From an optimization exercise on the open Yosys and OpenROAD flow, aimed at small area, a short achievable clock period and few clock cycles per item; shortcuts taken in it are not production practice. Function was checked by simulation only, so behaviour that the tests miss may differ from the original.

Setup of build 11:
Design pow_stream, start of the top module:
module pow_stream #(
  parameter int DATA_W = 32,
  parameter int EXP_W  = 3,
  parameter int ID_W   = 1
) (
  input  logic              clk,
  input  logic              aresetn,
  input  logic              s_tvalid,
  output logic              s_tready,
  input  logic [DATA_W-1:0] s_tdata,
  input  logic [EXP_W-1:0]  s_texp,
  input  logic [ID_W-1:0]   s_tid,
  input  logic              s_tlast,
  output logic              m_tvalid,
  input  logic              m_tready,
  output logic [DATA_W-1:0] m_tdata,
  output logic [ID_W-1:0]   m_tid,
  output logic              m_tlast,
  output logic              m_tovf
);
For scale: about 1800 cells after synthesis, about 110 flip-flops.
clock: 7.6 ns
lec_check: 0
cap_margin: 20
core_margin: 2
core_utilization: 40
setup_slack_margin: 1.25
slew_margin: 20
tns_end_percent: 0
run.sh (not shown) runs the stock make flow with config.mk's settings and CLKGATE_MAP_FILE= SYNTH_SCRIPT=/design/flow/synth_recipe.tcl, a recipe that flattens the netlist after the stock synthesis.
In summary, build 11 completed successfully, with a layout that passed the timing, DRC and antenna checks.
Testbench counts of build 11, summed over its fixed seeds: cycles 16,916, items 8,000.
## Diff of input files: build 87 against build 11
# build 11
export LEC_CHECK = 0
export CAP_MARGIN = 20
export CORE_MARGIN = 2
export CORE_UTILIZATION = 40
export SETUP_SLACK_MARGIN = 1.25
export SLEW_MARGIN = 20
export TNS_END_PERCENT = 0
create_clock -name core_clock -period 7.6 [get_ports {clk}]
# build 87
export LEC_CHECK = 0
export CAP_MARGIN = 20
export CORE_MARGIN = 2
export CORE_UTILIZATION = 40
export SETUP_SLACK_MARGIN = 0.5
export SLEW_MARGIN = 20
export TNS_END_PERCENT = 0
create_clock -name core_clock -period 7.6 [get_ports {clk}]
Build 87 against build 11; total of plain and repair buffers excluding clock buffers is down by more than 10%.
Diff build 87 and build 11: wire length on met3 lower in build 87
Final worst slack (lower): build 87
In the metrics for build 87 and build 11, the one carrying the lower count of cells resized by post-cts repair is build 87.
In build 87 relative to build 11, number of DRC markers in iteration 0 had gone down by more than 10%.
Build 87 ends up with higher total instance count after detailed placement than build 11 does.
Build 87 against build 11: worst-case hold slack now sits at about the same level, share of cells above drive strength 1 shrank by 12 points.
The following lists how build 66 was set up differently from build 87:
# build 87
export LEC_CHECK = 0
export CAP_MARGIN = 20
export CORE_MARGIN = 2
export CORE_UTILIZATION = 40
export SETUP_SLACK_MARGIN = 0.5
export SLEW_MARGIN = 20
export TNS_END_PERCENT = 0
create_clock -name core_clock -period 7.6 [get_ports {clk}]
# build 66
export LEC_CHECK = 0
export CAP_MARGIN = 20
export CORE_MARGIN = 2
export CORE_UTILIZATION = 40
export SETUP_SLACK_MARGIN = 0.75
export SLEW_MARGIN = 20
export TNS_END_PERCENT = 0
create_clock -name core_clock -period 7.6 [get_ports {clk}]
==> run notes <==
Build 66: no failed stages, no open violations at the end. Minimum clock period down 0.30 ns in build 66 wrt build 87. The higher post-detailed-routing wire length of build 66 and build 87 is in build 66. Setup slack in build 66 is larger than in build 87. CTS buffer count across build 66 and build 87: no real change. Build 66 vs build 87 on top achievable clock speed: build 66 is the higher one. Against build 87, design area in build 66 came out worse. In build 66 relative to build 87, number of buffers outside the clock class in the layout had gone up by more than 10%.
## Diff of input files: build 94 against build 66
# build 66
export LEC_CHECK = 0
export CAP_MARGIN = 20
export CORE_MARGIN = 2
export CORE_UTILIZATION = 40
export SETUP_SLACK_MARGIN = 0.75
export SLEW_MARGIN = 20
export TNS_END_PERCENT = 0
create_clock -name core_clock -period 7.6 [get_ports {clk}]
# build 94
export LEC_CHECK = 0
export CAP_MARGIN = 20
export CORE_MARGIN = 2
export CORE_UTILIZATION = 40
export SETUP_SLACK_MARGIN = 1.0
export SLEW_MARGIN = 20
export TNS_END_PERCENT = 0
create_clock -name core_clock -period 7.6 [get_ports {clk}]
--- outcome ---
- Build 94 and build 66 ended up with nearly the same clock insertion delay at the later pin of the skew report.
- Comparing build 94 and build 66, the higher shortest clock period the worst path allows after layout is on build 66.
- Met2 routing resource usage after global routing | build 94 below build 66
- Number of stages on the worst setup path (build 94 over build 66): increase, 1
- Comparing count of clock-buffer cells in the layout for build 94 and build 66, the bigger number came from build 94.
- Re worst slew slack as a fraction of its limit: build 94 and build 66 aren't equal, and the lower value belongs to build 94.
- Compared with build 66, build 94 supports a higher clock frequency.
Input-level comparison between build 89 and build 94:
# build 94
export LEC_CHECK = 0
export CAP_MARGIN = 20
export CORE_MARGIN = 2
export CORE_UTILIZATION = 40
export SETUP_SLACK_MARGIN = 1.0
export SLEW_MARGIN = 20
export TNS_END_PERCENT = 0
create_clock -name core_clock -period 7.6 [get_ports {clk}]
# build 89
export LEC_CHECK = 0
export CAP_MARGIN = 20
export CORE_MARGIN = 2
export CORE_UTILIZATION = 40
export SETUP_SLACK_MARGIN = 2.5
export SLEW_MARGIN = 20
export TNS_END_PERCENT = 0
create_clock -name core_clock -period 7.6 [get_ports {clk}]
## What came out
Between build 94 and build 89, the flow reports cell depth of the worst flop-to-flop path increasing by a few percent.
Cell count after placement of build 89 is on par with build 94.
Global-route wire length before repair (build 89 over build 94): increase, about 10%
Build 89 vs build 94, critical path depth went up by 4.2%.
Lower overall track demand over capacity in global routing goes to build 94 over build 89.
Number of ordinary and repair buffers in the finished layout (build 89 over build 94): increase, 29%
Routed via count divided by cell count, build 89 vs build 94: up slightly
Reg2reg setup slack for build 89: 0.07 ns down relative to build 94

========
Another version of the RTL of pow_stream (not shown whole).
For scale: roughly 2,300 cells after synthesis, about 310 flip-flops, about 22,000 µm² of cells after synthesis.
Design pow_stream, start of the top module:
module pow_stream #(
  parameter int DATA_W = 32,
  parameter int EXP_W  = 3,
  parameter int ID_W   = 1
) (
  input  logic              clk,
  input  logic              aresetn,
  input  logic              s_tvalid,
  output logic              s_tready,
  input  logic [DATA_W-1:0] s_tdata,
  input  logic [EXP_W-1:0]  s_texp,
  input  logic [ID_W-1:0]   s_tid,
  input  logic              s_tlast,
  output logic              m_tvalid,
  input  logic              m_tready,
  output logic [DATA_W-1:0] m_tdata,
  output logic [ID_W-1:0]   m_tid,
  output logic              m_tlast,
  output logic              m_tovf
);
clock: 7.6 ns
lec_check: 0
cap_margin: 20
core_margin: 2
core_utilization: 40
setup_slack_margin: 3.5
slew_margin: 20
tns_end_percent: 0
The starting point produced a clean layout.
Testbench counts at the start, summed over its fixed seeds: cycles 18,241, items 8,000.
==> next run, changes <==
--- a/flow/config.mk
+++ b/flow/config.mk
@@ -9,5 +9,5 @@
 export CORE_MARGIN = 2
 export CORE_UTILIZATION = 40
-export SETUP_SLACK_MARGIN = 3.5
+export SETUP_SLACK_MARGIN = 5.0
 export SLEW_MARGIN = 20
 export TNS_END_PERCENT = 0
The changed run ran to the end with no violations. Via count grows by 0.71%. Sequential share of layout area went down by 0.13 points. Final cell count barely changes. Utilization rises by 0.18 points. Global-route usage went up by 1.0 points. Die area stays the same. Routed wire length grows by 1.3%. Critical path depth is higher by 5. Non-clock buffer count rose by 3.
==> next run, changes <==
--- a/flow/config.mk
+++ b/flow/config.mk
@@ -6,8 +6,8 @@
 export NUM_CORES = 4
 export LEC_CHECK = 0
-export CAP_MARGIN = 20
+export CAP_MARGIN = 0
 export CORE_MARGIN = 2
 export CORE_UTILIZATION = 40
-export SETUP_SLACK_MARGIN = 5.0
-export SLEW_MARGIN = 20
+export SETUP_SLACK_MARGIN = 4.5
+export SLEW_MARGIN = 0
 export TNS_END_PERCENT = 0
Result: Die area is unchanged; non-clock buffer count came out lower by 2; routed wire length barely changes; area after synthesis does not change; cell area stays flat.

========
Setup of v9:
pow_stream, a different RTL version from the one above (not shown whole).
Size: about 2400 cells after synthesis, ~320 flip-flops, ~78 I/O pins.
clock: 7.6 ns
lec_check: 0
cap_margin: 20
core_margin: 2
core_utilization: 40
place_density: 0.75
setup_slack_margin: 4.5
slew_margin: 20
tns_end_percent: 0
Testbench counts of v9, summed over its fixed seeds: cycles 18,241, items 8,000.
Modified inputs, v21 compared to v9
Settings: removing PLACE_DENSITY (formerly 0.75); changing SETUP_SLACK_MARGIN from 4.5 to 4.0.
### Flow results
Reported for v21 and v9, number of buffers added to fix hold violations after cts turned out identical to the last digit.
Final area on v21 is up relative to v9.
Via count of the first global-routing pass: v21 < v9
The beginning of the critical path comes out c_s0[0] in one run and a_mc[10] in the other, namely in v9 and v21 respectively.
> inputs changed (v21 -> v26)
Settings: changing SETUP_SLACK_MARGIN from 4.0 to 4.5.
- In v26 relative to v21, wire length had gone down by a few percent.
- When the final numbers for v26 and v21 were put side by side, the area of the multi-input gates turned out to be smaller in v26.
- Logic depth of the worst setup path including buffers down 1 in v26 wrt v21
- From v21 to v26 the numbers moved as follows: maximum clock frequency dropped 0.64%, share of final layout cell area taken by non-clock buffers went down by 1.4 points, final cell count lost about 0.7%.
Here is what was changed in the inputs of v40 compared with v26.
Settings: SETUP_SLACK_MARGIN: 4.5 -> 3.5.
[summary]
Result for v40 and v26: all clean
Flip-flop and latch area delta (v26 -> v40): insignificant
v26 and v40 ended up with roughly the same fraction of the mapped netlist area in compound gates.
Taking v26 as the reference, in v40 maximum operating frequency stayed essentially flat.
Input-level comparison between v55 and v40:
Settings: a change of SETUP_SLACK_MARGIN from 3.5 to 4.5; an added ABC_AREA of 1.
Findings:
- Total global routing track utilization (v55 over v40): increase, 7.2 points
- Going from v40 to v55, wire length of the first global-routing pass up 26000 um; cell count grew by 650; adder-cell area share of the yosys netlist increased by 0.52 points relative to the old numbers.
- Summary of v55 over v40: worst hold slack saw an increase, initial antenna violation count went down by 2, length of routed met3 wiring +68%.
## Diff of input files: v8 against v55
Settings: SETUP_SLACK_MARGIN: 4.5 -> 3.0; ABC_AREA: 1 -> unset.
--- outcome ---
- v8 vs v55: signal arrival time at the worst endpoint up in v8
- Cmp v55 and v8 / share of cells above drive strength 1 / lower: v8
- Post-route clock period utilization: v8 > v55
- | synthesized area | v8 vs v55 | 610 um^2 higher |
- Utilization sits lower in v8 than in v55.
- Side by side, adder-cell share of the synthesized area turned out lower in v8 than in v55.

[what the ideal ports hide]
Ports are ideal in the flow. The routed layouts listed here were re-timed in OpenROAD. Step 1 sets driving cells, clkbuf_16 on the clock port and buf_2 on the other inputs (assumed; they add their load-dependent delay and slew). Step 2 also shifts input and output timing later by t, the mid clock arrival at the registers, as if the neighbouring blocks saw the same clock. Three values: ideal ports, drivers, drivers and shift; two values: the first two.
run | shift t [ns] | setup slack, ns | worst setup path after step 2 | clock arrival spread, ns
build 11 | 0.441 | 1.020 / 1.020 / 1.020 | register to register | 0.013 / 0.014
build 87 | 0.441 | 0.620 / 0.620 / 0.620 | register to register | 0.011 / 0.011
build 66 | 0.450 | 0.924 / 0.924 / 0.924 | register to register | 0.019 / 0.019
build 94 | 0.446 | 0.959 / 0.959 / 0.959 | register to register | 0.015 / 0.016
build 89 | 0.447 | 0.889 / 0.889 / 0.889 | register to register | 0.013 / 0.014
the first run of note 2 | 0.619 | 3.454 / 3.438 / 3.354 | input to register | 0.029 / 0.029
the second run of note 2 | 0.613 | 3.549 / 3.549 / 3.270 | input to register | 0.021 / 0.021
the third run of note 2 | 0.615 | 3.552 / 3.552 / 3.274 | input to register | 0.022 / 0.021
v9 | 0.617 | 3.536 / 3.536 / 3.301 | input to register | 0.023 / 0.023
v21 | 0.623 | 3.541 / 3.541 / 3.173 | input to register | 0.037 / 0.037
v26 | 0.615 | 3.515 / 3.515 / 3.278 | input to register | 0.025 / 0.025
v40 | 0.599 | 3.521 / 3.521 / 3.118 | input to register | 0.031 / 0.031
v55 | 0.651 | 3.452 / 3.452 / 3.091 | input to register | 0.020 / 0.020
v8 | 0.582 | 2.921 / 2.921 / 2.921 | register to register | 0.046 / 0.046
After both steps setup and hold are still met in every run listed. For v40, which loses most, drivers alone change the setup slack by 0.000 ns; drivers and shift together by -0.403 ns.
